What follows belongs to an exercise in optimizing a design on an open flow for small area; a production flow would make more cautious choices. The RTL was checked by simulation tests, not by an equivalence proof against the original design.

## flow/design.v (module list and top-level ports; edited modules follow where they fit)
// module ex_alu: 93 lines
// module ex_mult: 2806 lines
// module ex_xor2: 7 lines
// module ex_fa: 10 lines
// module rnn_spr_file: 41 lines
// module ex_writeback: 77 lines
// module ex_stage: 130 lines
module ex_stage (
  input  logic                             clk,
  input  logic                             rst_n,
  input  logic [3:0]                       alu_operator_i,
  input  logic [ex_pkg::xlen-1:0]          alu_operand_a_i,
  input  logic [ex_pkg::xlen-1:0]          alu_operand_b_i,
  input  logic [ex_pkg::xlen-1:0]          alu_operand_c_i,
  input  logic                             alu_en_i,
  input  logic [1:0]                       mult_operator_i,
  input  logic [ex_pkg::xlen-1:0]          mult_operand_a_i,
  input  logic [ex_pkg::xlen-1:0]          mult_operand_b_i,
  input  logic [ex_pkg::xlen-1:0]          mult_operand_c_i,
  input  logic                             mult_en_i,
  input  logic [ex_pkg::xlen-1:0]          mult_dot_op_a_i,
  input  logic [ex_pkg::xlen-1:0]          mult_dot_op_b_i,
  input  logic                             dot_spr_operand_i,
  input  logic                             lsu_en_i,
  input  logic [ex_pkg::xlen-1:0]          lsu_rdata_i,
  input  logic [rnn_pkg::tosprw_w-1:0]     lsu_tosprw_ex_i,
  input  logic [rnn_pkg::tospra_w-1:0]     lsu_tospra_ex_i,
  input  logic                             lsu_ready_ex_i,
  input  logic                             lsu_err_i,
  output logic                             compute_load_vliw_o,
  input  logic                             branch_in_ex_i,
  input  logic [ex_pkg::reg_addr_w-1:0]    regfile_alu_waddr_i,
  input  logic                             regfile_alu_we_i,
  input  logic                             regfile_we_i,
  input  logic [ex_pkg::reg_addr_w-1:0]    regfile_waddr_i,
  input  logic                             csr_access_i,
  input  logic [ex_pkg::xlen-1:0]          csr_rdata_i,
  output logic [ex_pkg::reg_addr_w-1:0]    regfile_waddr_wb_o,
  output logic                             regfile_we_wb_o,
  output logic [ex_pkg::xlen-1:0]          regfile_wdata_wb_o,
  output logic [ex_pkg::reg_addr_w-1:0]    regfile_alu_waddr_fw_o,
  output logic                             regfile_alu_we_fw_o,
  output logic [ex_pkg::xlen-1:0]          regfile_alu_wdata_fw_o,
  output logic [ex_pkg::xlen-1:0]          jump_target_o,
  output logic                             branch_decision_o,
  output logic                             ex_ready_o,
  output logic                             ex_valid_o,
  input  logic                             wb_ready_i
);
  // ...
==> flow/flow/run.sh <==
#!/bin/bash
# Standard ORFS layout with these changes: the port buffers are the smallest
# buffer cell; clock tree synthesis adds no dummy loads, builds the tree from
# small clock buffers and uses larger sink clusters. Each step's output goes
# to its own log in the work folder.
set -euo pipefail
bash standard.sh synth > synth.log 2>&1
bash standard.sh "BUFFER_PORTS_ARGS=-buffer_cell sky130_fd_sc_hd__buf_1" \
  "CTS_ARGS=-sink_clustering_enable -repair_clock_nets -dont_use_dummy_load -buf_list {sky130_fd_sc_hd__clkbuf_4 sky130_fd_sc_hd__clkbuf_8} -sink_clustering_size 16 -sink_clustering_max_diameter 80" \
  finish > layout.log 2>&1
==> flow/standard.sh <==
#!/bin/bash
# synth_recipe.tcl (not shown) runs the flow's synth.tcl, then flattens the netlist and writes it again
# the make line also repeats each setting of config.mk as NAME=value (left out here)
make -C /OpenROAD-flow-scripts/flow DESIGN_CONFIG=/design/flow/config.mk WORK_HOME=/design/flow/orfs CLKGATE_MAP_FILE= SYNTH_SCRIPT=/design/flow/synth_recipe.tcl "${@:-finish}"
==> flow/config.mk <==
export PLATFORM = sky130hd
export DESIGN_NAME = ex_stage
export DESIGN_NICKNAME = ex_stage
export VERILOG_FILES = /design/flow/design.v
export SDC_FILE = /design/flow/constraint.sdc
export NUM_CORES = 4
export LEC_CHECK = 0
export CAP_MARGIN = 5
export CORE_MARGIN = 2
export CORE_UTILIZATION = 40
export GPL_ROUTABILITY_DRIVEN = 0
export PLACE_DENSITY = 0.7
export SLEW_MARGIN = 5
export SYNTH_HIERARCHICAL = 1
export SYNTH_MINIMUM_KEEP_SIZE = 0
==> flow/constraint.sdc <==
create_clock -name core_clock -period 22.0 [get_ports {clk}]
set_input_delay 4.4000 -clock core_clock [delete_from_list [all_inputs] [get_ports {clk}]]
set_output_delay 4.4000 -clock core_clock [all_outputs]
set_load 0.01 [all_outputs]
==> flow_summary_export.csv, run 1 <==
group,metric,value,unit
outcome,status,"complete, but fails checks",
outcome,so.violations,"slew limit",
route,wl,159.4,mm
sta,setup_tns,0,ps
placement,dpl.cell_count,4692,
sta,hold-worst-slack,484.2,ps
cells_and_area,nClkBuffers,19,
critical_path,reg2regPathDepth,30,
cts,postCtsResizedCells,0,
route,drtPass1Iterations,11,
sta,final_max_slew_viol_count,2,
route,dr_wl_met2,66.47,mm
synth,async_reset_ff_share,5.761,%
synth,yosysMostFrequentCell,"fa_1",
sta,post-route-period-util,98.16,%
route,drt_iter0_markers,5895,
cells_and_area,layout_commonest_cell,"fa_1",
critical_path,cp_top_family,"adder cells",
cells_and_area,multi_input_area,27200,um^2
cells_and_area,drive_gt1_share,8.741,%
global_route,grt.met3_usage,16.01,%
cells_and_area,multi_input_area_share,70.06,%
synth,syn_area,36250,um^2
cells_and_area,fillers,8590,
route,wl_met3,27.24,mm
die,die_y,305.1,um
critical_path,cp-endpoint,"regfile_alu_wdata_fw_o[26]",
cells_and_area,layout.non_clock_inverters,69,
critical_path,critical_path_buf_inv_count,4,
synth,synth_area_leader_cell,"fa_1",
critical_path,cp_common_cell,"fa_1",
global_route,grtUsageMet1,40.03,%
cts,hold_buffers,0,
==> run 2: changes to the inputs <==
--- a/flow/config.mk
+++ b/flow/config.mk
@@ -9,7 +9,6 @@
 export CORE_MARGIN = 2
 export CORE_UTILIZATION = 40
 export GPL_ROUTABILITY_DRIVEN = 0
-export PLACE_DENSITY = 0.7
 export SLEW_MARGIN = 5
 export SYNTH_HIERARCHICAL = 1
 export SYNTH_MINIMUM_KEEP_SIZE = 0
==> run 2 against run 1 <==
The run now finishes clean. Non-clock buffer count increased by 5. Critical path depth grew 8. Setup slack gained 510 ps. Utilization hardly changed. Die area is the same. Design area about the same. Clock skew grew 2.3 ps. Synthesized cell count unchanged. Sequential cell count is the same. Final cell count fell by 0.19%. Largest cell class unchanged. Highest routed layer unchanged.
==> flow_summary_export.csv, run 2 <==
group,metric,value,unit
outcome,status,"complete, no violations",
route,viasPerCell,6.654,
sta,worst_pin_slew,1342,ps
synth,yosysMostFrequentCell,"fa_1",
route,wl,159.1,mm
die,die_area,93060,um^2
route,drtAntennaViolNets,0,
synth,synth_top_family_by_area,"adder cells",
critical_path,reg2reg_from,"u_spr.wspr_vld[3]",
cts,cts.sinks,243,
synth,async_reset_ff_share,5.761,%
cts,cts_root_buffer,"clkbuf_8",
synth,synth_compound_area_share,19.67,%
critical_path,path_max_fanout,20,
global_route,grt_use_total,33.40,%
synth,synth.area.top_cells,"fa_1 (28%), edfxtp_1 (19%), xnor2_1 (12%)",
global_route,antenna_found_initial,22,
sta,clock_skew,27.53,ps
critical_path,r2r_end,"u_wb.mult_result_q[31]",
synth,syn_area,36250,um^2
synth,synth_cell_types,90,
cts,clkTransAtPathRegs,100,ps
sta,rsz0062_at_grt,"false",
synth,muxShareOfSynthArea,5.446,%
critical_path,criticalPathCategory,"primary input to primary output",
cts,ctsHtreeMaxLevel,1,
cts,clock_latency,550,ps
sta,max_freq,0.04743,GHz
critical_path,critical_path.max_stage_delay,570,ps
cts,hold_buffers,0,
route,drt_iter0_markers,5243,
min_path,hp-class,"flop to flop",
critical_path,cp_common_cell,"fa_1",
global_route,grt_max_degree,65,
cells_and_area,largest_register_ffs,128,
cts,postCtsResizedCells,0,
sta,setup_ws,917.2,ps
critical_path,cp.required,17600,ps
synth,synth_adder_area_share,30.87,%
synth,yosysTopAreaCellShare,28.22,%
cells_and_area,nNetsFinal,4487,
cts,cts_setup_buffers,0,
cells_and_area,final_cell_mix,"fa_1 (511), a22oi_1 (496), xnor2_1 (484)",
cells_and_area,drive_gt1_share,8.896,%
critical_path,cp_slowest_cell,"fa_1",
sta,setup_tns,0,ps
global_route,grt_pass1_vias,31230,
synth,synth_commonest_cells,"fa_1 (511), a22oi_1 (496), xnor2_1 (484)",
global_route,grt_pass1_wl,225.7,mm
cells_and_area,reg.largest.list,"u_spr.wspr_o x128, u_spr.aspr_o x64, u_wb.mult_result_q x32",
die,start_util,40.34,%
die,io_pins,470,
route,post_drt_wl_per_cell,33.68,um
critical_path,worstSetupStartpointType,"primary input",
critical_path,endpoint_kind,"primary output",
cells_and_area,regMostFlops,"u_spr.wspr_o",
min_path,min_from,"u_spr.aspr_vld[0]",
critical_path,critPathArrivalTime,16680,ps
synth,synth-simple-area-share,6.537,%
synth,yosysWarningCount,11,
sta,max-slew-margin-rel,10.53,%
sta,finalSetupViolCount,0,
global_route,grt-ovfl-total,0,
run,max-cap-violations,0,
cts,cts_tree,"built",
synth,synthCells,3337,
min_path,hold_depth,1,
placement,io_buffers,391,
route,num_vias,31440,
sta,hold_viol_final,0,
cells_and_area,layout_commonest_cell,"fa_1",
cells_and_area,fillers,8696,
synth,synth_edf_count,229,
critical_path,reg2regPathDepth,31,
cts,cts_buffers,20,
die,core_area,89870,um^2
synth,synth_area_leader_cell,"fa_1",
route,drtPass1Iterations,10,
synth,synth_flop_cell,"edfxtp_1",
route,drc,0,
critical_path,rrSetupSlack,10280,ps
synth,synth_xor_area_share,12.09,%
sta,period_needed,21080,ps
placement,dpl.hpwl,128.2,mm
sta,post-route-period-util,95.83,%
die,rows,110,
cells_and_area,area_growth,7.089,%
placement,dpl_worst_slack,1043,ps
die,die_x,305.1,um
synth,synth-seq-cells,243,
die,die_y,305.1,um
synth,synth_seq_area_share,19.93,%
cts,cts_buffer_depth,3,
synth,syn_avg_cell_area,10.86,um^2
min_path,hold_path_end,"u_spr.aspr_vld[0]",
sta,final_max_slew_viol_count,0,
==> run 2: kinds of logic after synthesis <==
logic type	count (synthesis)
adder cells (fa/ha/maj)	588
AO/OA/AOI/OAI	986
multiplexers	142
other	4
XOR/XNOR	494
AND/OR/NAND/NOR	481
flip-flops	243
buffers and inverters	399
==> run 2: worst max path at each step <==
stage                        from                    endpoint
2_1_floorplan   alu_operator_i[1]   regfile_alu_wdata_fw_o[0]
3_3_place_gp   lsu_tosprw_ex_i[1]  regfile_alu_wdata_fw_o[31]
3_5_place_dp   lsu_tosprw_ex_i[1]  regfile_alu_wdata_fw_o[31]
4_1_cts        lsu_tosprw_ex_i[1]  regfile_alu_wdata_fw_o[31]
5_1_grt        lsu_tosprw_ex_i[2]  regfile_alu_wdata_fw_o[31]
6_report       lsu_tosprw_ex_i[1]  regfile_alu_wdata_fw_o[31]
==> run 2: worst max-delay path, delay by kind of cell <==
family	cells	cell delay (ps)
xor+xnor	2	360
simple gates	2	910
fa+ha+maj	17	6970
compound gates	7	1690
buf+inv	7	1720
mux	2	590
==> run 2: stage by stage <==
stage / util, % / hold WS [ps] / instance area, um^2 / cells
floorplan: - / 424.4 / 36270 / 3341
global placement: 42.87 / 442.4 / 38530 / 4697
detailed placement: 42.87 / 449.9 / 38530 / 4697
CTS: 43.18 / 474.0 / 38800 / 4717
global route: 43.19 / 495.5 / 38820 / 4723
finish: 43.20 / 476.2 / 38820 / 4725
==> run 2: area by class of cell <==
cell class | instances | area, um^2 | share of cell area (%)
well taps | 1176 | 1471 | 3.790
inverters | 69 | 259.0 | 0.6671
clock buffers | 20 | 275.3 | 0.7090
multi-input cells | 2699 | 27200 | 70.07
repair buffers | 510 | 2369 | 6.101
flip-flops and latches | 243 | 7227 | 18.61
diodes | 8 | 20.02 | 0.05156
==> run 2: modules after synthesis (local to each module, per instance) <==
| module | flops+latches | cell area [um^2] |
|---|---|---|
| ex_mult | 0 | 13340 |
| rnn_spr_file | 198 | 6041 |
| ex_writeback | 45 | 1928 |
| ex_alu | 0 | 4468 |
| ex_stage | 0 | 240.2 |
| ex_fa | 0 | 20.02 |
| ex_xor2 | 0 | 8.758 |
==> run 2: per-layer routing <==
layer	vias to the layer above	GRT usage (%)	share of wire [%]
met2	2679	51.06	44
met4	24	16.14	6.1
met5	-	0	0.094
li1	12600	-	-
met1	15670	43.62	36
met3	470	9.408	14
==> run 3: changes to the inputs <==
--- a/flow/config.mk
+++ b/flow/config.mk
@@ -5,10 +5,10 @@
 export SDC_FILE = /design/flow/constraint.sdc
 export NUM_CORES = 4
 export LEC_CHECK = 0
-export CAP_MARGIN = 5
+export CAP_MARGIN = 0
 export CORE_MARGIN = 2
 export CORE_UTILIZATION = 40
 export GPL_ROUTABILITY_DRIVEN = 0
-export SLEW_MARGIN = 5
+export SLEW_MARGIN = 0
 export SYNTH_HIERARCHICAL = 1
 export SYNTH_MINIMUM_KEEP_SIZE = 0
==> run 3 against run 2 <==
Routed wire length is the same. Sequential cell count is the same. Largest cell class unchanged. Still clean. Global-route usage is the same. Final cell count is the same.
==> flow_summary_export.csv, run 3 <==
group,metric,value,unit
synth,synth.area.top_cells,"fa_1 (28%), edfxtp_1 (19%), xnor2_1 (12%)",
synth,syn_avg_cell_area,10.86,um^2
cells_and_area,regArea,7227,um^2
die,core_area,89870,um^2
route,drtAntennaViolNets,0,
critical_path,path_max_fanout,20,
route,viasPerCell,6.654,
cells_and_area,design_area,38820,um^2
sta,final_max_slew_viol_count,0,
synth,synth_top_family_by_area,"adder cells",
synth,synth_commonest_cells,"fa_1 (511), a22oi_1 (496), xnor2_1 (484)",
synth,synth_cell_types,90,
sta,setup_tns,0,ps
synth,synth_adder_area_share,30.87,%
synth,synth_edf_count,229,
route,drc,0,
critical_path,critPathArrivalTime,16680,ps
sta,setup_ws,917.2,ps
synth,synth_compound_area_share,19.67,%
route,drtPass1Iterations,10,
cts,hold_buffers,0,
die,die_area,93060,um^2
synth,yosysWarningCount,11,
cells_and_area,final_cell_mix,"fa_1 (511), a22oi_1 (496), xnor2_1 (484)",
critical_path,endpoint_kind,"primary output",
synth,syn_area,36250,um^2
sta,period_needed,21080,ps
synth,yosysTopAreaCellShare,28.22,%
cts,clock_latency,550,ps
cells_and_area,nNetsFinal,4487,
critical_path,critical_path.max_stage_delay,570,ps
cts,cts_tree,"built",
cts,clkTransAtPathRegs,100,ps
global_route,grtUsageMet1,43.62,%
route,post_drt_wl_per_cell,33.68,um
route,wl,159.1,mm
global_route,gr-max-usage-layer,"met2",
sta,post-route-period-util,95.83,%
synth,synth_flop_cell,"edfxtp_1",
cts,cts_buffers,20,
synth,synth_seq_area_share,19.93,%
sta,worst_pin_slew,1342,ps
placement,post_dp_cell_area,38530,um^2
die,die_y,305.1,um
sta,max_freq,0.04743,GHz
cts,cts_buffer_depth,3,
critical_path,cp_common_cell,"fa_1",
die,rows,110,
cells_and_area,multi_input_area,27200,um^2
die,die_x,305.1,um
synth,synth_xor_area_share,12.09,%
sta,finalSetupViolCount,0,
cells_and_area,regMostFlops,"u_spr.wspr_o",
critical_path,cp_slowest_cell,"fa_1",
synth,synth-simple-area-share,6.537,%
die,start_util,40.34,%
cts,ctsHtreeMaxLevel,1,
critical_path,criticalPathCategory,"primary input to primary output",
cells_and_area,largest_register_ffs,128,
cells_and_area,reg.largest.list,"u_spr.wspr_o x128, u_spr.aspr_o x64, u_wb.mult_result_q x32",
synth,synth_area_leader_cell,"fa_1",
route,drt_iter0_markers,5243,
synth,synthCells,3337,
global_route,grt_pass1_wl,225.7,mm
critical_path,cp.required,17600,ps
synth,async_reset_ff_share,5.761,%
placement,io_buffers,391,
run,max-cap-violations,0,
placement,dpl_worst_slack,1043,ps
sta,max-slew-margin-rel,10.53,%
cells_and_area,drive_gt1_share,8.896,%
sta,rsz0062_at_grt,"false",
synth,synth-seq-cells,243,
global_route,gr-usage-met2,51.06,%
global_route,grt_pass1_vias,31230,
global_route,grt.met3_usage,9.408,%
cts,cts_root_buffer,"clkbuf_8",
placement,dpl.hpwl,128.2,mm
die,io_pins,470,
cts,cts_setup_buffers,0,
synth,yosysMostFrequentCell,"fa_1",
route,num_vias,31440,
synth,muxShareOfSynthArea,5.446,%
cells_and_area,area_growth,7.089,%
global_route,grt_max_degree,65,
cells_and_area,layout_commonest_cell,"fa_1",
global_route,grt_use_total,33.40,%
sta,hold_viol_final,0,
outcome,status,"complete, no violations",
cts,postCtsResizedCells,0,
cts,cts.sinks,243,
sta,clock_skew,27.53,ps
global_route,grt-ovfl-total,0,
min_path,hp-class,"flop to flop",
critical_path,worstSetupStartpointType,"primary input",
global_route,antenna_found_initial,22,
cells_and_area,fillers,8696,
==> run 3: cell counts after synthesis <==
No cell type changed its count.
==> run 3: modules after synthesis (local to each module, per instance) <==
module / cells / flops+latches / times used
ex_stage: 32 / 0 / 1
ex_xor2: 1 / 0 / 1
ex_fa: 1 / 0 / 511
ex_alu: 556 / 0 / 1
rnn_spr_file: 218 / 198 / 1
ex_mult: 1912 / 0 / 1
ex_writeback: 107 / 45 / 1
==> run 3: area by class of cell <==
cell class              count  area share, %
multi-input cells        2699          70.07
flip-flops and latches    243          18.61
repair buffers            510          6.101
well taps                1176          3.790
clock buffers              20         0.7090
inverters                  69         0.6671
diodes                      8        0.05156
==> run 3: per-stage QoR <==
step                cells  hold WS [ps]  utilization [%]
finish               4725         476.2            43.20
floorplan            3341         424.4                -
CTS                  4717         474.0            43.18
global route         4723         495.5            43.19
global placement     4697         442.4            42.87
detailed placement   4697         449.9            42.87
==> run 3: path summary, 6_finish.rpt <==
check	slack (ps)	from	to	cells after the start
worst max-delay path	920	lsu_tosprw_ex_i[1]	regfile_alu_wdata_fw_o[31]	37
worst min-delay path	480	u_spr.aspr_vld[0]	u_spr.aspr_vld[0]	1
worst max register to register	10280	u_spr.wspr_vld[3]	u_wb.mult_result_q[31]	31
worst min register to register	480	u_spr.aspr_vld[0]	u_spr.aspr_vld[0]	1
max in group asynchronous	17260	rst_n	u_wb.dot_spr_operand_wb	1
min in group asynchronous	4040	rst_n	u_spr.wspr_vld[0]	1
==> run 3: worst max-delay path, delay by kind of cell <==
family	cells	cell delay (ps)
adders and majority gates	17	6970
buffers and inverters	7	1720
AOI/OAI and AO/OA	7	1690
and+or+nand+nor	2	910
muxes	2	590
xor gates and xnor gates	2	360
==> run 3: cells by family after synthesis <==
group / Yosys count
compound gates: 986
fa+ha+maj: 588
xor+xnor: 494
simple gates: 481
buf+inv: 399
flops: 243
mux: 142
other cells: 4
==> run 3: per-layer routing <==
metal / up-vias / wire length, um
met5: - / 149
met4: 24 / 9627
met3: 470 / 21730
met2: 2679 / 69870
met1: 15670 / 57750
li1: 12600 / -

[afterwards: timing with drivers on the ports]
In the flow no input, the clock included, has a driving cell. The finished layouts below were timed again as built, in two steps.
Step 1: set_driving_cell puts a clkbuf_16 on clk and a buf_2 on each other input, an assumption about the parent block.
Step 2 moves the port delays by t, midway between the first and last clock arrival at a register: inputs arrive t later, outputs are due t later. That takes back most of the time a late clock gives input paths.
Three values: ideal, step 1, step 2; two values: the first two.
run | t, ns | setup WS [ns] | pins driven straight from the clock port
run 1 | 0.557 | 0.406 / 0.376 / 0.376 | 1
run 2 | 0.577 | 0.917 / 0.897 / 0.897 | 1
run 3 | 0.577 | 0.917 / 0.897 / 0.897 | 1
The setup slack of run 1, which loses most, moves by -0.030 ns with the drivers and by -0.030 ns with both steps.
